This is an optimization exercise on Yosys and OpenROAD, whose aim is small area, a short achievable clock period and few clock cycles per item, not a production implementation.
No run shown here included a check of the RTL's function; only the layout flow was run.
Power and IR drop assume default switching activity.

$ cat flow/run.sh
#!/bin/bash
set -euo pipefail
D=$PWD
SETUP_MARGIN=${SETUP_MARGIN:-4.7}
bash standard.sh synth > synth.log 2>&1
make -C "$FLOW_HOME" DESIGN_CONFIG=$D/config.mk WORK_HOME=$D/orfs CLKGATE_MAP_FILE= \
  SYNTH_SCRIPT=$D/synth_recipe.tcl \
  BUFFER_PORTS_ARGS="-buffer_cell sky130_fd_sc_hd__buf_2" \
  CTS_ARGS="-sink_clustering_enable -repair_clock_nets -dont_use_dummy_load -buf_list {sky130_fd_sc_hd__clkbuf_4 sky130_fd_sc_hd__clkbuf_8}" \
  SETUP_SLACK_MARGIN=$SETUP_MARGIN finish > layout.log 2>&1
R=$D/orfs/results/sky130hd/w4a8_gemm_top/base
: # left out here: write the final layout as DEF
$ cat config.mk
export PLATFORM = sky130hd
export DESIGN_NAME = w4a8_gemm_top
export DESIGN_NICKNAME = w4a8_gemm_top
export VERILOG_FILES = /design/flow/design.v
export SDC_FILE = /design/flow/constraint.sdc
export NUM_CORES = 4
export LEC_CHECK = 0
export CAP_MARGIN = 20
export CORE_MARGIN = 2
export CORE_UTILIZATION = 50
export CTS_BUF_LIST = sky130_fd_sc_hd__clkbuf_4 sky130_fd_sc_hd__clkbuf_8
export GPL_TIMING_DRIVEN = 1
export SLEW_MARGIN = 20
$ cat design.v
`default_nettype none
package gemm_pkg;
  typedef logic [32-1:0] beat_t;
  typedef logic [2*4*8-1:0] a_tile_t;
  typedef logic [2*4*4-1:0] b_tile_t;
  typedef logic signed [32-1:0] res_t;
  typedef logic [2*2*32-1:0] res_tile_t;
  typedef struct packed {
    a_tile_t a;
    b_tile_t b;
  } operand_t;
  typedef enum logic [2:0] {IDLE, LOAD, COMPUTE, DRAIN, DONE} ctrl_state_t;
endpackage
`default_nettype wire
`timescale 1ns/1ps
`default_nettype none
module tile_mac_s1 (
  input  wire  [31:0] a_row,
  input  wire  [15:0] b_row,
  output wire  [47:0] part
);
  wire e0 = 1'b0 ^ b_row[0];
  wire e1 = (b_row[1] & ~b_row[0] & ~1'b0) | (~b_row[1] & b_row[0] & 1'b0);
  wire p2 = ((e0 & a_row[0])) ^ b_row[1];
  wire p3 = ((e0 & a_row[1]) | (e1 & a_row[0])) ^ b_row[1];
  wire p4 = ((e0 & a_row[2]) | (e1 & a_row[1])) ^ b_row[1];
  wire p5 = ((e0 & a_row[3]) | (e1 & a_row[2])) ^ b_row[1];
  wire p6 = ((e0 & a_row[4]) | (e1 & a_row[3])) ^ b_row[1];
  wire p7 = ((e0 & a_row[5]) | (e1 & a_row[4])) ^ b_row[1];
  wire p8 = ((e0 & a_row[6]) | (e1 & a_row[5])) ^ b_row[1];
  wire p9 = ((e0 & a_row[7]) | (e1 & a_row[6])) ^ b_row[1];
  wire p10 = ((e0 & a_row[7]) | (e1 & a_row[7])) ^ b_row[1];
  wire p11 = ~p10;
  wire e12 = b_row[1] ^ b_row[2];
  wire e13 = (b_row[3] & ~b_row[2] & ~b_row[1]) | (~b_row[3] & b_row[2] & b_row[1]);
  wire p14 = ((e12 & a_row[0])) ^ b_row[3];
  wire p15 = ((e12 & a_row[1]) | (e13 & a_row[0])) ^ b_row[3];
  wire p16 = ((e12 & a_row[2]) | (e13 & a_row[1])) ^ b_row[3];
  wire p17 = ((e12 & a_row[3]) | (e13 & a_row[2])) ^ b_row[3];
  wire p18 = ((e12 & a_row[4]) | (e13 & a_row[3])) ^ b_row[3];
  wire p19 = ((e12 & a_row[5]) | (e13 & a_row[4])) ^ b_row[3];
  wire p20 = ((e12 & a_row[6]) | (e13 & a_row[5])) ^ b_row[3];
  wire p21 = ((e12 & a_row[7]) | (e13 & a_row[6])) ^ b_row[3];
  wire p22 = ((e12 & a_row[7]) | (e13 & a_row[7])) ^ b_row[3];
  wire p23 = ~p22;
  wire e24 = 1'b0 ^ b_row[4];
  wire e25 = (b_row[5] & ~b_row[4] & ~1'b0) | (~b_row[5] & b_row[4] & 1'b0);
  wire p26 = ((e24 & a_row[8])) ^ b_row[5];
  wire p27 = ((e24 & a_row[9]) | (e25 & a_row[8])) ^ b_row[5];
  wire p28 = ((e24 & a_row[10]) | (e25 & a_row[9])) ^ b_row[5];
  wire p29 = ((e24 & a_row[11]) | (e25 & a_row[10])) ^ b_row[5];
  wire p30 = ((e24 & a_row[12]) | (e25 & a_row[11])) ^ b_row[5];
  wire p31 = ((e24 & a_row[13]) | (e25 & a_row[12])) ^ b_row[5];
  wire p32 = ((e24 & a_row[14]) | (e25 & a_row[13])) ^ b_row[5];
  wire p33 = ((e24 & a_row[15]) | (e25 & a_row[14])) ^ b_row[5];
  wire p34 = ((e24 & a_row[15]) | (e25 & a_row[15])) ^ b_row[5];
  wire p35 = ~p34;
  wire e36 = b_row[5] ^ b_row[6];
  wire e37 = (b_row[7] & ~b_row[6] & ~b_row[5]) | (~b_row[7] & b_row[6] & b_row[5]);
  wire p38 = ((e36 & a_row[8])) ^ b_row[7];
  wire p39 = ((e36 & a_row[9]) | (e37 & a_row[8])) ^ b_row[7];
  wire p40 = ((e36 & a_row[10]) | (e37 & a_row[9])) ^ b_row[7];
  wire p41 = ((e36 & a_row[11]) | (e37 & a_row[10])) ^ b_row[7];
  wire p42 = ((e36 & a_row[12]) | (e37 & a_row[11])) ^ b_row[7];
  wire p43 = ((e36 & a_row[13]) | (e37 & a_row[12])) ^ b_row[7];
  wire p44 = ((e36 & a_row[14]) | (e37 & a_row[13])) ^ b_row[7];
  wire p45 = ((e36 & a_row[15]) | (e37 & a_row[14])) ^ b_row[7];
  wire p46 = ((e36 & a_row[15]) | (e37 & a_row[15])) ^ b_row[7];
  wire p47 = ~p46;
  wire e48 = 1'b0 ^ b_row[8];
  wire e49 = (b_row[9] & ~b_row[8] & ~1'b0) | (~b_row[9] & b_row[8] & 1'b0);
  wire p50 = ((e48 & a_row[16])) ^ b_row[9];
  wire p51 = ((e48 & a_row[17]) | (e49 & a_row[16])) ^ b_row[9];
  wire p52 = ((e48 & a_row[18]) | (e49 & a_row[17])) ^ b_row[9];
  wire p53 = ((e48 & a_row[19]) | (e49 & a_row[18])) ^ b_row[9];
  wire p54 = ((e48 & a_row[20]) | (e49 & a_row[19])) ^ b_row[9];
  wire p55 = ((e48 & a_row[21]) | (e49 & a_row[20])) ^ b_row[9];
  wire p56 = ((e48 & a_row[22]) | (e49 & a_row[21])) ^ b_row[9];
  wire p57 = ((e48 & a_row[23]) | (e49 & a_row[22])) ^ b_row[9];
  wire p58 = ((e48 & a_row[23]) | (e49 & a_row[23])) ^ b_row[9];
  wire p59 = ~p58;
  wire e60 = b_row[9] ^ b_row[10];
  wire e61 = (b_row[11] & ~b_row[10] & ~b_row[9]) | (~b_row[11] & b_row[10] & b_row[9]);
  wire p62 = ((e60 & a_row[16])) ^ b_row[11];
  wire p63 = ((e60 & a_row[17]) | (e61 & a_row[16])) ^ b_row[11];
  wire p64 = ((e60 & a_row[18]) | (e61 & a_row[17])) ^ b_row[11];
  wire p65 = ((e60 & a_row[19]) | (e61 & a_row[18])) ^ b_row[11];
  wire p66 = ((e60 & a_row[20]) | (e61 & a_row[19])) ^ b_row[11];
  wire p67 = ((e60 & a_row[21]) | (e61 & a_row[20])) ^ b_row[11];
  wire p68 = ((e60 & a_row[22]) | (e61 & a_row[21])) ^ b_row[11];
  wire p69 = ((e60 & a_row[23]) | (e61 & a_row[22])) ^ b_row[11];
  wire p70 = ((e60 & a_row[23]) | (e61 & a_row[23])) ^ b_row[11];
  wire p71 = ~p70;
  wire e72 = 1'b0 ^ b_row[12];
  wire e73 = (b_row[13] & ~b_row[12] & ~1'b0) | (~b_row[13] & b_row[12] & 1'b0);
  wire p74 = ((e72 & a_row[24])) ^ b_row[13];
  wire p75 = ((e72 & a_row[25]) | (e73 & a_row[24])) ^ b_row[13];
  wire p76 = ((e72 & a_row[26]) | (e73 & a_row[25])) ^ b_row[13];
  wire p77 = ((e72 & a_row[27]) | (e73 & a_row[26])) ^ b_row[13];
  wire p78 = ((e72 & a_row[28]) | (e73 & a_row[27])) ^ b_row[13];
  wire p79 = ((e72 & a_row[29]) | (e73 & a_row[28])) ^ b_row[13];
  wire p80 = ((e72 & a_row[30]) | (e73 & a_row[29])) ^ b_row[13];
  wire p81 = ((e72 & a_row[31]) | (e73 & a_row[30])) ^ b_row[13];
  wire p82 = ((e72 & a_row[31]) | (e73 & a_row[31])) ^ b_row[13];
  wire p83 = ~p82;
  wire e84 = b_row[13] ^ b_row[14];
  wire e85 = (b_row[15] & ~b_row[14] & ~b_row[13]) | (~b_row[15] & b_row[14] & b_row[13]);
  wire p86 = ((e84 & a_row[24])) ^ b_row[15];
  wire p87 = ((e84 & a_row[25]) | (e85 & a_row[24])) ^ b_row[15];
  wire p88 = ((e84 & a_row[26]) | (e85 & a_row[25])) ^ b_row[15];
  wire p89 = ((e84 & a_row[27]) | (e85 & a_row[26])) ^ b_row[15];
  wire p90 = ((e84 & a_row[28]) | (e85 & a_row[27])) ^ b_row[15];
  wire p91 = ((e84 & a_row[29]) | (e85 & a_row[28])) ^ b_row[15];
  wire p92 = ((e84 & a_row[30]) | (e85 & a_row[29])) ^ b_row[15];
  wire p93 = ((e84 & a_row[31]) | (e85 & a_row[30])) ^ b_row[15];
  wire p94 = ((e84 & a_row[31]) | (e85 & a_row[31])) ^ b_row[15];
  wire p95 = ~p94;
  wire s96 = b_row[13] ^ b_row[1] ^ b_row[5];
  wire c97 = (b_row[13] & b_row[1]) | (b_row[5] & (b_row[13] ^ b_row[1]));
  wire s98 = b_row[9] ^ s96 ^ p2;
  wire c99 = (b_row[9] & s96) | (p2 & (b_row[9] ^ s96));
  wire s100 = c97 ^ p27 ^ p3;
  wire c101 = (c97 & p27) | (p3 & (c97 ^ p27));
  wire s102 = b_row[11] ^ b_row[15] ^ b_row[3];
  wire c103 = (b_row[11] & b_row[15]) | (b_row[3] & (b_row[11] ^ b_row[15]));
  wire s104 = b_row[7] ^ s102 ^ p14;
  wire c105 = (b_row[7] & s102) | (p14 & (b_row[7] ^ s102));
  wire s106 = p28 ^ p38 ^ p4;
  wire c107 = (p28 & p38) | (p4 & (p28 ^ p38));
  wire s108 = p52 ^ p62 ^ p76;
  wire c109 = (p52 & p62) | (p76 & (p52 ^ p62));
  wire s110 = p86 ^ c101;
  wire c111 = p86 & c101;
  wire s112 = c103 ^ p15 ^ p29;
  wire c113 = (c103 & p15) | (p29 & (c103 ^ p15));
  wire s114 = p39 ^ p5 ^ p53;
  wire c115 = (p39 & p5) | (p53 & (p39 ^ p5));
  wire s116 = p63 ^ p77 ^ p87;
  wire c117 = (p63 & p77) | (p87 & (p63 ^ p77));
  wire s118 = c105 ^ c107 ^ c109;
  wire c119 = (c105 & c107) | (c109 & (c105 ^ c107));
  wire s120 = s112 ^ s114;
  wire c121 = s112 & s114;
  wire s122 = p16 ^ p30 ^ p40;
  wire c123 = (p16 & p30) | (p40 & (p16 ^ p30));
  wire s124 = p54 ^ p6 ^ p64;
  wire c125 = (p54 & p6) | (p64 & (p54 ^ p6));
  wire s126 = p78 ^ p88 ^ c113;
  wire c127 = (p78 & p88) | (c113 & (p78 ^ p88));
  wire s128 = c115 ^ c117 ^ s122;
  wire c129 = (c115 & c117) | (s122 & (c115 ^ c117));
  wire s130 = s124 ^ c121;
  wire c131 = s124 & c121;
  wire s132 = p17 ^ p31 ^ p41;
  wire c133 = (p17 & p31) | (p41 & (p17 ^ p31));
  wire s134 = p55 ^ p65 ^ p7;
  wire c135 = (p55 & p65) | (p7 & (p55 ^ p65));
  wire s136 = p79 ^ p89 ^ c123;
  wire c137 = (p79 & p89) | (c123 & (p79 ^ p89));
  wire s138 = c125 ^ s132 ^ s134;
  wire c139 = (c125 & s132) | (s134 & (c125 ^ s132));
  wire s140 = c127 ^ c131;
  wire c141 = c127 & c131;
  wire s142 = p18 ^ p32 ^ p42;
  wire c143 = (p18 & p32) | (p42 & (p18 ^ p32));
  wire s144 = p56 ^ p66 ^ p8;
  wire c145 = (p56 & p66) | (p8 & (p56 ^ p66));
  wire s146 = p80 ^ p90 ^ c133;
  wire c147 = (p80 & p90) | (c133 & (p80 ^ p90));
  wire s148 = c135 ^ s142 ^ s144;
  wire c149 = (c135 & s142) | (s144 & (c135 ^ s142));
  wire s150 = c137 ^ s146;
  wire c151 = c137 & s146;
  wire s152 = p19 ^ p33 ^ p43;
  wire c153 = (p19 & p33) | (p43 & (p19 ^ p33));
  wire s154 = p57 ^ p67 ^ p81;
  wire c155 = (p57 & p67) | (p81 & (p57 ^ p67));
  wire s156 = p9 ^ p91 ^ c143;
  wire c157 = (p9 & p91) | (c143 & (p9 ^ p91));
  wire s158 = c145 ^ s152 ^ s154;
  wire c159 = (c145 & s152) | (s154 & (c145 ^ s152));
  wire s160 = c147 ^ s156;
  wire c161 = c147 & s156;
  wire s162 = p11 ^ p20 ^ p35;
  wire c163 = (p11 & p20) | (p35 & (p11 ^ p20));
  wire s164 = p44 ^ p59 ^ p68;
  wire c165 = (p44 & p59) | (p68 & (p44 ^ p59));
  wire s166 = p83 ^ p92 ^ c153;
  wire c167 = (p83 & p92) | (c153 & (p83 ^ p92));
  wire s168 = c155 ^ s162 ^ s164;
  wire c169 = (c155 & s162) | (s164 & (c155 ^ s162));
  wire s170 = c157 ^ s166;
  wire c171 = c157 & s166;
  wire s172 = p21 ^ p45 ^ p69;
  wire c173 = (p21 & p45) | (p69 & (p21 ^ p45));
  wire s174 = p93 ^ c163 ^ c165;
  wire c175 = (p93 & c163) | (c165 & (p93 ^ c163));
  wire s176 = s172 ^ c167;
  wire c177 = s172 & c167;
  wire s178 = 1'b1 ^ p23 ^ p47;
  wire c179 = (1'b1 & p23) | (p47 & (1'b1 ^ p23));
  wire s180 = p71 ^ p95 ^ c173;
  wire c181 = (p71 & p95) | (c173 & (p71 ^ p95));
  assign part = {1'b1, c181, c179, 1'b1, c177, s180, c175, s178, s176, c171, c169, s174, s170, c161, s168, c159, s160, c151, s158, c149, s150, c141, s148, c139, s140, s138, c129, s136, s130, s128, s126, c119, s118, s120, c111, s116, s110, s108, s106, s104, s100, c99, p75, p51, s98, p74, p50, p26};
endmodule
module tile_mac_s2 (
  input  wire  [47:0] part,
  output wire  [13:0] dot
);
  wire s0 = part[0] ^ part[1] ^ part[2];
  wire c1 = (part[0] & part[1]) | (part[2] & (part[0] ^ part[1]));
  wire s2 = part[4] ^ part[5] ^ part[6];
  wire c3 = (part[4] & part[5]) | (part[6] & (part[4] ^ part[5]));
  wire s4 = part[7] ^ c1;
  wire c5 = part[7] & c1;
  wire s6 = part[10] ^ part[11] ^ part[8];
  wire c7 = (part[10] & part[11]) | (part[8] & (part[10] ^ part[11]));
  wire s8 = part[9] ^ c3 ^ s6;
  wire c9 = (part[9] & c3) | (s6 & (part[9] ^ c3));
  wire s10 = part[12] ^ part[13] ^ part[14];
  wire c11 = (part[12] & part[13]) | (part[14] & (part[12] ^ part[13]));
  wire s12 = part[15] ^ c7 ^ s10;
  wire c13 = (part[15] & c7) | (s10 & (part[15] ^ c7));
  wire s14 = part[16] ^ part[17] ^ part[18];
  wire c15 = (part[16] & part[17]) | (part[18] & (part[16] ^ part[17]));
  wire s16 = part[19] ^ c11 ^ s14;
  wire c17 = (part[19] & c11) | (s14 & (part[19] ^ c11));
  wire s18 = part[20] ^ part[21] ^ part[22];
  wire c19 = (part[20] & part[21]) | (part[22] & (part[20] ^ part[21]));
  wire s20 = part[23] ^ c15 ^ s18;
  wire c21 = (part[23] & c15) | (s18 & (part[23] ^ c15));
  wire s22 = part[24] ^ part[25] ^ part[26];
  wire c23 = (part[24] & part[25]) | (part[26] & (part[24] ^ part[25]));
  wire s24 = part[27] ^ c19 ^ s22;
  wire c25 = (part[27] & c19) | (s22 & (part[27] ^ c19));
  wire s26 = part[28] ^ part[29] ^ part[30];
  wire c27 = (part[28] & part[29]) | (part[30] & (part[28] ^ part[29]));
  wire s28 = part[31] ^ c23 ^ s26;
  wire c29 = (part[31] & c23) | (s26 & (part[31] ^ c23));
  wire s30 = part[32] ^ part[33] ^ part[34];
  wire c31 = (part[32] & part[33]) | (part[34] & (part[32] ^ part[33]));
  wire s32 = part[35] ^ c27 ^ s30;
  wire c33 = (part[35] & c27) | (s30 & (part[35] ^ c27));
  wire s34 = part[36] ^ part[37] ^ part[38];
  wire c35 = (part[36] & part[37]) | (part[38] & (part[36] ^ part[37]));
  wire s36 = part[39] ^ c31 ^ s34;
  wire c37 = (part[39] & c31) | (s34 & (part[39] ^ c31));
  wire s38 = part[40] ^ part[41] ^ part[42];
  wire c39 = (part[40] & part[41]) | (part[42] & (part[40] ^ part[41]));
  wire s40 = part[43] ^ c35 ^ s38;
  wire c41 = (part[43] & c35) | (s38 & (part[43] ^ c35));
  wire s42 = part[44] ^ part[45] ^ part[46];
  wire c43 = (part[44] & part[45]) | (part[46] & (part[44] ^ part[45]));
  wire s44 = c39 ^ s42;
  wire c45 = c39 & s42;
  wire [13:0] row_x = {part[47], c43, s44, c37, c33, c29, c25, c21, c17, c13, c9, c5, s2, part[3]};
  wire [13:0] row_y = {1'b0, c45, c41, s40, s36, s32, s28, s24, s20, s16, s12, s8, s4, s0};
  assign dot = row_x + row_y;
endmodule
`default_nettype wire
`timescale 1ns/1ps
`default_nettype none
module w4a8_gemm_top (
  input  wire         ap_clk,
  input  wire         areset,
  input  wire         ap_start,
  input  wire         write_result,
  input  wire         a_req,
  input  wire  [31:0] a_data,
  input  wire         b_req,
  input  wire  [31:0] b_data,
  input  wire         out_ready,
  output wire         ap_idle,
  output wire         ap_done,
  output wire         ap_ready,
  output wire         a_ack,
  output wire         b_ack,
  output wire         out_valid,
  output wire  [31:0] out_data
);
  logic        run;        
  logic        done_q;
  logic        wr_q;
  logic        ack_a, ack_b;
  logic [1:0]  a_cnt;      
  logic        b_got;      
  logic [2:0]  cur;        
  logic [2:0]  sq;         
  logic [2:0]  pw;         
  logic        pv;         
  logic        ov;         
  logic [48-1:0] preg;
  logic [13:0] oreg;
  logic [31:0] areg;
  logic [15:0] bcur;
  logic [15:0] bnxt;
  logic [48-1:0] part;
  logic [13:0] dot;
  wire xfer    = ov & out_ready;
  function automatic logic ok(input logic [2:0] w, input logic a1_in);
    ok = run & wr_q & b_got & ~w[2] & (w[1] ? (a_cnt == 2'd2 | a1_in) : (a_cnt == 2'd1));
  endfunction
  wire ld_rdy  = run & wr_q & pv & (pw == cur);
  wire o_free  = ~ov | out_ready;
  wire load    = ld_rdy & o_free;
  wire [2:0] cur_p1 = cur + 3'd1;
  wire [2:0] cur_p2 = cur + 3'd2;
  wire [2:0] cur_n  = load ? cur_p1 : cur;
  wire a_free  = (a_cnt == 2'd0) | ((a_cnt == 2'd1) & (~wr_q | cur[1]));
  wire a_free1 = (a_cnt == 2'd1) & cur[0] & ld_rdy;
  wire take_a  = run & a_req & ~ack_a & (a_free | (a_free1 & o_free));
  wire sq_ok   = ok(sq, take_a);
  wire [2:0] sq_n0  = (sq_ok & (sq == cur))    ? cur_p1 : cur;
  wire [2:0] sq_n1  = (sq_ok & (sq == cur_p1)) ? cur_p2 : cur_p1;
  wire [2:0] sq_n   = load ? sq_n1 : sq_n0;
  wire take_b  = run & b_req & ~ack_b & ~b_got;
  wire b_swap  = run & (sq_n[0] ^ sq[0]);
  wire tiles   = (a_cnt == 2'd2) & ~ack_a & b_got & ~ack_b;
  wire fin     = run & tiles & (~wr_q | (cur[2] & (~ov | out_ready)));
  tile_mac_s1 mac_s1 (
    .a_row ((sq[1] & (a_cnt == 2'd1)) ? a_data : areg),
    .b_row (bcur),
    .part  (part)
  );
  tile_mac_s2 mac_s2 (
    .part  (preg),
    .dot   (dot)
  );
  always_ff @(posedge ap_clk) begin
    if (areset) begin
      run    <= 1'b0;
      done_q <= 1'b0;
      wr_q   <= 1'b0;
      ack_a  <= 1'b0;
      ack_b  <= 1'b0;
      a_cnt  <= '0;
      b_got  <= 1'b0;
      cur    <= '0;
      sq     <= '0;
      pw     <= '0;
      pv     <= 1'b0;
      ov     <= 1'b0;
    end else begin
      done_q <= fin;
      if (~run) begin
        if (ap_start & ~done_q) begin
          run   <= 1'b1;
          wr_q  <= write_result;
          a_cnt <= '0;
          b_got <= 1'b0;
          cur   <= '0;
          sq    <= '0;
        end
      end else if (fin) begin
        run <= 1'b0;
      end
      if (take_a) begin
        ack_a <= 1'b1;
        a_cnt <= a_cnt + 2'd1;
      end else if (~a_req) begin
        ack_a <= 1'b0;
      end
      if (take_b) begin
        ack_b <= 1'b1;
        b_got <= 1'b1;
      end else if (~b_req) begin
        ack_b <= 1'b0;
      end
      if (run) begin
        cur  <= cur_n;
        sq   <= sq_n;
      end
      pw   <= sq;
      pv   <= sq_ok;
      if (load) begin
        ov   <= 1'b1;
      end else if (xfer) begin
        ov   <= 1'b0;
      end
    end
  end
  always_ff @(posedge ap_clk) begin
    if (take_a) areg <= a_data;
    if (take_b) begin
      bcur <= b_data[15:0];
      bnxt <= b_data[31:16];
    end else if (b_swap) begin
      bcur <= bnxt;
      bnxt <= bcur;
    end
    preg <= part;
    if (load)   oreg <= dot;
  end
  assign ap_idle   = ~run;
  assign ap_done   = done_q;
  assign ap_ready  = done_q;
  assign a_ack     = ack_a;
  assign b_ack     = ack_b;
  assign out_valid = ov;
  assign out_data  = {{18{oreg[13]}}, oreg};
endmodule
`default_nettype wire
$ cat standard.sh
#!/bin/bash
# synth_recipe.tcl (not shown) runs the flow's synth.tcl, then flattens the netlist and writes it again
# the make line also repeats each setting of config.mk as NAME=value (left out here)
make -C /OpenROAD-flow-scripts/flow DESIGN_CONFIG=/design/flow/config.mk WORK_HOME=/design/flow/orfs CLKGATE_MAP_FILE= SYNTH_SCRIPT=/design/flow/synth_recipe.tcl "${@:-finish}"
$ cat constraint.sdc
create_clock -name core_clock -period 8.0 [get_ports {ap_clk}]
set_input_delay 1.6000 -clock core_clock [delete_from_list [all_inputs] [get_ports {ap_clk}]]
set_output_delay 1.6000 -clock core_clock [all_outputs]
set_load 0.01 [all_outputs]
==> results of run 1 <==
[layout make-up]
class,count,area (sq um),share of cell area
multi-input cells,621,5390,0.509
flip-flops and latches,143,3650,0.344
repair buffers,128,746,0.0704
inverters,76,289,0.0273
well taps,229,287,0.0270
clock buffers,17,234,0.0221
[stage by stage]
| stage | setup WS [ns] | area, sq um | power [W] | cells | util |
|---|---|---|---|---|---|
| 2_1_floorplan | 4.36 | 9460 | 0.00145 | 909 | - |
| 3_3_place_gp | 4.15 | 9970 | 0.00159 | 1178 | 0.553 |
| 3_5_place_dp | 4.06 | 9970 | 0.00161 | 1178 | 0.553 |
| 4_1_cts | 4.72 | 10300 | 0.00214 | 1198 | 0.574 |
| 5_1_grt | 4.65 | 10600 | 0.00233 | 1214 | 0.588 |
| 6_report | 4.71 | 10600 | 0.00217 | 1214 | 0.588 |
[logic make-up after synthesis]
| logic type | synth area share |
|---|---|
| buffers and inverters | 0.0693 |
| and+or+nand+nor | 0.100 |
| xor gates and xnor gates | 0.0294 |
| DFF | 0.395 |
| adders and majority gates | 0.160 |
| AOI/OAI and AO/OA | 0.140 |
| muxes | 0.106 |
[report_power, final]
group	leakage (nW)	internal (W)	total [W]	switching, W
registers	1.25	0.000867	0.000898	0.0000316
clock network	0.122	0.000187	0.000436	0.000249
logic	3.02	0.000405	0.000835	0.000430
total	4.40	0.00146	0.00217	0.000710
[per-layer routing]
metal	track usage	wire length (um)
met1	0.317	9940
met2	0.379	11000
met3	0.0361	1150
met4	0.0584	342
met5	0	0
[flip-flops by register name, summed over array words and instances (netlist names)]
signal,count
sq,3
ov,1
bcur,16
b_got,1
pv,1
bnxt,16
cur,3
pw,3
oreg,14
areg,32
done_q,1
a_cnt,2
run,1
mac_s2.part,46
ack_a,1
ack_b,1
wr_q,1
[synthesized netlist by cell type (2+ instances only)]
cell	instances	share of area
a21o_1	3	0.0024
a21oi_1	68	0.037
a221oi_1	18	0.017
a22oi_1	2	0.0016
a31oi_1	5	0.0034
and2_1	4	0.0027
and3_1	2	0.0014
buf_1	11	0.0045
buf_2	4	0.0022
buf_4	19	0.015
clkbuf_1	37	0.015
dfxtp_1	65	0.14
edfxtp_1	78	0.25
fa_1	55	0.12
ha_1	29	0.039
inv_1	74	0.030
mux2_2	64	0.078
mux2i_1	26	0.028
nand2_1	68	0.028
nand2b_1	9	0.0061
nand3_1	20	0.011
nand3b_1	3	0.0024
nor2_1	75	0.031
nor2b_1	6	0.0041
nor3_1	8	0.0043
o211ai_1	2	0.0016
o21a_1	5	0.0041
o21ai_0	39	0.021
o221ai_1	3	0.0029
o22a_1	4	0.0038
o22ai_1	34	0.023
o311a_1	2	0.0022
o31a_1	2	0.0019
o31ai_1	7	0.0057
or3_1	5	0.0034
or4_4	2	0.0024
xnor2_1	17	0.016
xor2_1	14	0.013
[final timing paths]
kind	endpoint	cells past startpoint	startpoint	slack (ns)
worst max-delay path	mac_s2.part[31]	9	a_data[3]	4.71
worst min-delay path	bcur[2]	1	bnxt[2]	0.52
worst max register to register	oreg[13]	12	mac_s2.part[8]	4.79
worst min register to register	bcur[2]	1	bnxt[2]	0.52
[repair_timing]
item                                    CTS  global route
endpoints found under the setup margin   62            56
cloned                                    1             3
gates resized for setup                  19            26
setup buffers                             2            12
pin swaps                                 3            13
==> metrics.md, run 1 <==
| Metric | Value |
|---|---|
| Max-slew headroom | `0.400` |
| ANT cells | `0` |
| # setup viols final | `0` |
| Cell family with most CP delay | `adder cells` |
| # IOs | `109` |
| Layout cell share with drive strength beyond 1 | `0.289` |
| Max VDD drop | `157 uV` |
| DRC | `0` |
| Number of enable flip-flop cells after synthesis | `78` |
| Antenna violations before repair | `0` |
| Fin. Hold Viols | `0` |
| Status | `no timing/DRC/antenna violations` |
| Syn Nets | `1064` |
| I/O Buffers | `108` |
| Setup TNS after final layout | `0 ns` |
| Max Cap Viol | `0` |
| Rows | `49` |
| F_max | `304 MHz` |
| Tmin final | `3.29 ns` |
| DR vias/cell | `5.74` |
| Routability Congestion | `0.911` |
| P&R area growth vs syn | `14.9%` |
| HPWL Detailed | `15800 um` |
| CTS buffer count | `17` |
| CP endpoint kind | `flip-flop` |
| Cts hold-fix bufs | `0` |
| Slew @ Worst Pin | `0.898 ns` |
| Deepest clock path buffer count | `2` |
| Core area | `18000 sq um` |
| Worst-path fanout max | `8` |
| Top FF cell, synth | `edfxtp_1` |
| Initial drt markers | `401` |
| Later-pin clock latency in the skew report | `0.46 ns` |
| Pleak | `4.40 nW` |
| CP max-delay cell | `fa_1` |
| Vias in the first global route | `6605` |
| Clock H-tree levels | `4` |
| Die extent in y | `140 um` |
| DRT Wirelength | `22400 um` |
| Root buffer cell | `clkbuf_8` |
| Hold crit path type | `flip-flop to flip-flop` |
| Flops & latches, synth | `143` |
| Reg clk slew, reported paths | `0.09 ns` |
| Largest net degree at the start of global routing | `42` |
| Most common cell after layout, fill and taps aside | `buf_2` |
| Full die area | `19500 sq um` |
| Die width | `140 um` |
| Hold slack | `0.519 ns` |
| Netlist Area Pre-Place | `9220 sq um` |
| Total track usage | `0.229` |
| Worst-path cell chain | `buf_2 > mux2_4 > buf_4 > a221oi_2 > fa_2 > inv_2 > fa_1 > inv_1 > ha_2` |
| WS Path Type | `primary input to flip-flop` |
| # fillers | `1581` |
| Distinct cells, synth | `58` |
| Starting Density | `0.512` |
| Via Count | `6973` |
| Wire length per cell | `18.5 um` |
| Worst clock skew | `0.0287 ns` |
| Async set or reset register ratio after synthesis | `0` |
| Max stage delay on crit path | `0.52 ns` |
| CP bufs+invs | `4` |
| Commonest cells after routing, fill and taps aside | `108 x buf_2, 78 x edfxtp_1, 74 x nor2_1` |
| Clk sinks | `143` |
| Ys Warns | `1` |
| Syn_area_per_cell | `10.1 sq um` |
| Remaining antenna violation count | `0` |
| RSZ-0062 raised after global routing | `true` |
| Final Max Tran Viols | `0` |
| Crit start category | `primary input` |
| Sequential fraction of the synthesis area | `0.395` |
| Crit path DAT | `3.69 ns` |
| First-pass GRT wire length | `35500 um` |
| Post-Synthesis Cells | `909` |
| CP required | `8.39 ns` |
| Final Cycle Share | `0.412` |
| CTS tree | `built` |
| GRT overflow | `0` |
| 1st-pass router iterations | `5` |
| Nets@finish | `1142` |
| PD cells | `205 nW/um^2` |
==> inputs of run 2 (changes only) <==
--- a/design.v
+++ b/design.v
@@ -287,19 +287,17 @@
   logic [2:0]  cur;        
   logic [2:0]  sq;         
-  logic [2:0]  pw;         
-  logic        pv;         
+  logic        phit;       
   logic        ov;         
   logic [48-1:0] preg;
   logic [13:0] oreg;
   logic [31:0] areg;
-  logic [15:0] bcur;
-  logic [15:0] bnxt;
+  logic [31:0] breg;
   logic [48-1:0] part;
   logic [13:0] dot;
   wire xfer    = ov & out_ready;
-  function automatic logic ok(input logic [2:0] w, input logic a1_in);
-    ok = run & wr_q & b_got & ~w[2] & (w[1] ? (a_cnt == 2'd2 | a1_in) : (a_cnt == 2'd1));
+  function automatic logic ok(input logic [2:0] w);
+    ok = run & wr_q & b_got & ~w[2] & (w[1] ? (a_cnt == 2'd2) : (a_cnt == 2'd1));
   endfunction
-  wire ld_rdy  = run & wr_q & pv & (pw == cur);
+  wire ld_rdy  = run & phit;
   wire o_free  = ~ov | out_ready;
   wire load    = ld_rdy & o_free;
@@ -307,18 +305,19 @@
   wire [2:0] cur_p2 = cur + 3'd2;
   wire [2:0] cur_n  = load ? cur_p1 : cur;
+  wire sq_ok   = ok(sq);
+  wire hit0    = sq_ok & (sq == cur);
+  wire hit1    = sq_ok & (sq == cur_p1);
+  wire [2:0] sq_n0  = hit0 ? cur_p1 : cur;
+  wire [2:0] sq_n1  = hit1 ? cur_p2 : cur_p1;
+  wire [2:0] sq_n   = load ? sq_n1 : sq_n0;
   wire a_free  = (a_cnt == 2'd0) | ((a_cnt == 2'd1) & (~wr_q | cur[1]));
   wire a_free1 = (a_cnt == 2'd1) & cur[0] & ld_rdy;
   wire take_a  = run & a_req & ~ack_a & (a_free | (a_free1 & o_free));
-  wire sq_ok   = ok(sq, take_a);
-  wire [2:0] sq_n0  = (sq_ok & (sq == cur))    ? cur_p1 : cur;
-  wire [2:0] sq_n1  = (sq_ok & (sq == cur_p1)) ? cur_p2 : cur_p1;
-  wire [2:0] sq_n   = load ? sq_n1 : sq_n0;
   wire take_b  = run & b_req & ~ack_b & ~b_got;
-  wire b_swap  = run & (sq_n[0] ^ sq[0]);
   wire tiles   = (a_cnt == 2'd2) & ~ack_a & b_got & ~ack_b;
   wire fin     = run & tiles & (~wr_q | (cur[2] & (~ov | out_ready)));
   tile_mac_s1 mac_s1 (
-    .a_row ((sq[1] & (a_cnt == 2'd1)) ? a_data : areg),
-    .b_row (bcur),
+    .a_row (areg),
+    .b_row (sq[0] ? breg[31:16] : breg[15:0]),
     .part  (part)
   );
@@ -338,6 +337,5 @@
       cur    <= '0;
       sq     <= '0;
-      pw     <= '0;
-      pv     <= 1'b0;
+      phit   <= 1'b0;
       ov     <= 1'b0;
     end else begin
@@ -371,6 +369,5 @@
         sq   <= sq_n;
       end
-      pw   <= sq;
-      pv   <= sq_ok;
+      phit <= load ? hit1 : hit0;
       if (load) begin
         ov   <= 1'b1;
@@ -382,11 +379,5 @@
   always_ff @(posedge ap_clk) begin
     if (take_a) areg <= a_data;
-    if (take_b) begin
-      bcur <= b_data[15:0];
-      bnxt <= b_data[31:16];
-    end else if (b_swap) begin
-      bcur <= bnxt;
-      bnxt <= bcur;
-    end
+    if (take_b) breg <= b_data;
     preg <= part;
     if (load)   oreg <= dot;
--- a/flow/run.sh
+++ b/flow/run.sh
@@ -2,5 +2,5 @@
 set -euo pipefail
 D=$PWD
-SETUP_MARGIN=${SETUP_MARGIN:-4.7}
+SETUP_MARGIN=${SETUP_MARGIN:-5}
 bash standard.sh synth > synth.log 2>&1
 make -C "$FLOW_HOME" DESIGN_CONFIG=$D/config.mk WORK_HOME=$D/orfs CLKGATE_MAP_FILE= \
--- a/config.mk
+++ b/config.mk
@@ -6,4 +6,5 @@
 export NUM_CORES = 4
 export LEC_CHECK = 0
+export ABC_AREA = 1
 export CAP_MARGIN = 20
 export CORE_MARGIN = 2
==> run 2 against run 1 <==
  * Via count down 21%
  * Largest power group is now combinational logic
  * Clock-buffer cell count unchanged
  * Still clean
  * First-iteration DRC count down 5.7%
  * Non-clock buffer count up 3
  * Largest cell class unchanged
  * Cell count down 6.3%
==> metrics.md, run 2 <==
| Metric | Value |
|---|---|
| WS Path Type | `flip-flop to flip-flop (was primary input to flip-flop)` |
| P&R area growth vs syn | `14.1% (was 14.9%)` |
| Slew @ Worst Pin | `0.657 ns (was 0.898 ns)` |
| # IOs | `109 (unchanged)` |
| Area of the multi-input gates | `3890 sq um (was 5390 sq um)` |
| Setup TNS after final layout | `0 ns (unchanged)` |
| Wire length per cell | `15.4 um (was 18.5 um)` |
| Ys Warns | `1 (unchanged)` |
| Most common cell after layout, fill and taps aside | `inv_1 (was buf_2)` |
| Distinct cells, synth | `41 (was 58)` |
| First-pass GRT wire length | `28000 um (was 35500 um)` |
| Final Cycle Share | `0.358 (was 0.412)` |
| 1st-pass router iterations | `4 (was 5)` |
| Yosys top cell area share | `0.286 (was 0.254)` |
| GR peak layer | `met2 (unchanged)` |
| Starting Density | `0.514 (was 0.512)` |
| Clock H-tree levels | `4 (unchanged)` |
| Most common cell in the synthesized netlist | `inv_1 (was edfxtp_1)` |
| Remaining antenna violation count | `0 (unchanged)` |
| Top cells by area, synth | `edfxtp_1 29%, dfxtp_1 15%, fa_1 13%, xor2_1 7.3%, inv_1 7.0% (was edfxtp_1 25%, dfxtp_1 14%, fa_1 12%, mux2_2 7.8%, ha_1 3.9%)` |
| Full die area | `17400 sq um (was 19500 sq um)` |
| Max-slew headroom | `0.559 (was 0.400)` |
| Worst-path cell chain | `inv_1 > fa_1 > fa_1 > inv_1 > ha_1 > nand2_1 > nand2_1 > a31oi_4 > o21ai_1 > nand3_1 > nand2_1 > xor2_1 (was buf_2 > mux2_4 > buf_4 > a221oi_2 > fa_2 > inv_2 > fa_1 > inv_1 > ha_2)` |
| Commonest cells after routing, fill and taps aside | `149 x inv_1, 108 x buf_2, 104 x nand2_1 (was 108 x buf_2, 78 x edfxtp_1, 74 x nor2_1)` |
| Max reg flops | `46 (unchanged)` |
| Fin util | `0.586 (was 0.588)` |
| Initial drt markers | `378 (was 401)` |
| Post-Synthesis Cells | `803 (was 909)` |
| DR vias/cell | `4.87 (was 5.74)` |
| DRC | `0 (unchanged)` |
| Pre-CTS setup slack | `4.19 ns (was 4.06 ns)` |
| GRT overflow | `0 (unchanged)` |
| Die width | `132 um (was 140 um)` |
| Met1 GRT Util | `0.266 (was 0.317)` |
| Pleak | `4.34 nW (was 4.40 nW)` |
| HPWL Detailed | `13700 um (was 15800 um)` |
| Fin. Hold Viols | `0 (unchanged)` |
| Syn_area_per_cell | `10.2 sq um (was 10.1 sq um)` |
| DRT Wirelength | `17500 um (was 22400 um)` |
| Flops & latches, synth | `140 (was 143)` |
| Sequential fraction of the synthesis area | `0.437 (was 0.395)` |
| Largest net degree at the start of global routing | `35 (was 42)` |
| Core area | `15900 sq um (was 18000 sq um)` |
| Max Cap Viol | `0 (unchanged)` |
| Vias in the first global route | `5600 (was 6605)` |
| Final worst setup slack | `5.14 ns (was 4.71 ns)` |
| Async set or reset register ratio after synthesis | `0 (unchanged)` |
| M2 GR Usage | `0.358 (was 0.379)` |
| Root buffer cell | `clkbuf_8 (unchanged)` |
| Routability Congestion | `0.939 (was 0.911)` |
| Reg clk slew, reported paths | `0.08 ns (was 0.09 ns)` |
| Final Max Tran Viols | `0 (unchanged)` |
| CP max-delay cell | `fa_1 (unchanged)` |
| RSZ-0062 raised after global routing | `true (unchanged)` |
| Die extent in y | `132 um (was 140 um)` |
| Storage element area | `3590 sq um (was 3650 sq um)` |
| Max VDD drop | `249 uV (was 157 uV)` |
| I/O Buffers | `108 (unchanged)` |
| Status | `no timing/DRC/antenna violations (unchanged)` |
| Hold slack | `0.481 ns (was 0.519 ns)` |
| Number of enable flip-flop cells after synthesis | `78 (unchanged)` |
| PD cells | `307 nW/um^2 (was 205 nW/um^2)` |
| Deepest clock path buffer count | `2 (unchanged)` |
| Via Count | `5540 (was 6973)` |
| Total track usage | `0.207 (was 0.229)` |
| # setup viols final | `0 (unchanged)` |
| Worst-path fanout max | `4 (was 8)` |
| Hold crit path type | `flip-flop to flip-flop (unchanged)` |
| Max stage delay on crit path | `0.51 ns (was 0.52 ns)` |
| Clk sinks | `140 (was 143)` |
| # fillers | `1440 (was 1581)` |
| Commonest cells post-synth | `153 x inv_1, 111 x nand2_1, 78 x edfxtp_1, 68 x xor2_1, 62 x dfxtp_1 (was 78 x edfxtp_1, 75 x nor2_1, 74 x inv_1, 68 x a21oi_1, 68 x nand2_1)` |
| Crit start category | `flip-flop (was primary input)` |
| Crit path DAT | `3.03 ns (was 3.69 ns)` |
| Tmin final | `2.86 ns (was 3.29 ns)` |
| Syn Nets | `958 (was 1064)` |
| CTS tree | `built (unchanged)` |
| CP endpoint kind | `flip-flop (unchanged)` |
| F_max | `349 MHz (was 304 MHz)` |
| Netlist Area Pre-Place | `8190 sq um (was 9220 sq um)` |
| Top FF cell, synth | `edfxtp_1 (unchanged)` |
| Worst clock skew | `0.0209 ns (was 0.0287 ns)` |
| Antenna violations before repair | `0 (unchanged)` |
| CTS buffer count | `17 (unchanged)` |
| Nets@finish | `1079 (was 1142)` |
| Layout cell share with drive strength beyond 1 | `0.234 (was 0.289)` |
| Rows | `46 (was 49)` |
| ANT cells | `0 (unchanged)` |
| Most used cell, CP | `nand2_1` |
| M3 GR Usage | `0.0331 (was 0.0361)` |
| Yosys top cell by area | `edfxtp_1 (unchanged)` |
| Later-pin clock latency in the skew report | `0.44 ns (was 0.46 ns)` |
| CP required | `8.17 ns (was 8.39 ns)` |
==> run 2: changes by cell type in the layout (fill, tap and decap cells not counted), moves of 21 or more <==
cell and change:
mux2i_1 -23, a21oi_1 -39, xor2_1 +54, nand2_1 +37
nor2_1 -47, mux2_2 -47, nand2_2 +21, o21ai_0 -21
inv_1 +79
==> run 2: final cells by class <==
cell class / count / area share
clock buffer: 17 / 0.0250
inverter: 159 / 0.0653
multi-input combinational: 474 / 0.417
sequential: 140 / 0.384
tap: 216 / 0.0289
timing repair buffer: 131 / 0.0790
timing repair inverter: 1 / 0.000803
==> run 2: cells by family after synthesis <==
family                     synth area share
and+or+nand+nor                       0.117
muxes                               0.00275
AOI/OAI and AO/OA                    0.0843
adders and majority gates             0.179
xor gates and xnor gates             0.0781
buffers and inverters                 0.102
DFF                                   0.437
==> run 2: critical path: cells and delay by family (launching register included) <==
kind                       cells  cell delay, ns
adders and majority gates      3            1.37
and+or+nand+nor                4            0.34
AOI/OAI and AO/OA              2            0.33
DFF                            1            0.31
xor gates and xnor gates       1            0.14
buffers and inverters          2            0.09
==> run 2: power by group <==
group / switching [W] / leakage, nW / internal, W
Combinational: 0.000848 / 2.98 / 0.000631
Sequential: 0.0000314 / 1.23 / 0.000941
Clock: 0.000230 / 0.122 / 0.000187
==> run 2: metrics by stage <==
stage	instance area [sq um]	cells	total power (W)
2_1_floorplan	8210	803	0.00206
4_1_cts	9120	1122	0.00278
3_5_place_dp	8790	1099	0.00235
5_1_grt	9340	1138	0.00314
6_report	9340	1138	0.00287
3_3_place_gp	8790	1099	0.00231
==> run 2: layer usage <==
metal,wire length (um),vias to the layer above
li1,-,2785
met1,7980,2597
met2,8680,142
met3,613,16
met4,270,0
met5,0,-
==> run 2: what timing repair did <==
action | 4_1_cts | 5_1_grt
cloned | 0 | 1
buffers inserted | 6 | 15
resized for setup | 15 | 20
hold buffers | 0 | 0
pin swaps | 1 | 4
endpoints found under the setup margin | 37 | 60
==> run 2: worst paths after layout <==
path	start	slack, ns	end	cells past startpoint
worst min-delay path	phit	0.48	ov	2
worst max-delay path	mac_s2.part[12]	5.14	oreg[10]	12
worst max register to register	mac_s2.part[12]	5.14	oreg[10]	12
worst min register to register	phit	0.48	ov	2

## what the ideal ports hide
How much do the figures lean on ideal ports? The routed layouts below were timed once more, with nothing changed but the port constraints.
Step 1, drivers: a clkbuf_16 drives ap_clk and a buf_2 each remaining input, both assumed.
Step 2 times the ports against the registers' clock, not the clock port: input delays grow and output delays shrink by t, the midpoint of the rising clock arrivals with the driver on.
Three values: ideal, step 1, step 2; two values: the first two.
run | t (ns) | setup WS [ns] | latest minus earliest clock arrival (ns) | worst slew at a driven data input, ns
run 1 | 0.485 | 4.707 / 4.726 / 4.241 | 0.030 / 0.030 | 0.04
run 2 | 0.471 | 5.139 / 5.139 / 4.780 | 0.021 / 0.022 | 0.04
After both steps setup and hold are still met in every run listed. For run 1, which loses most, drivers alone change the setup slack by +0.019 ns; drivers and shift together by -0.466 ns.
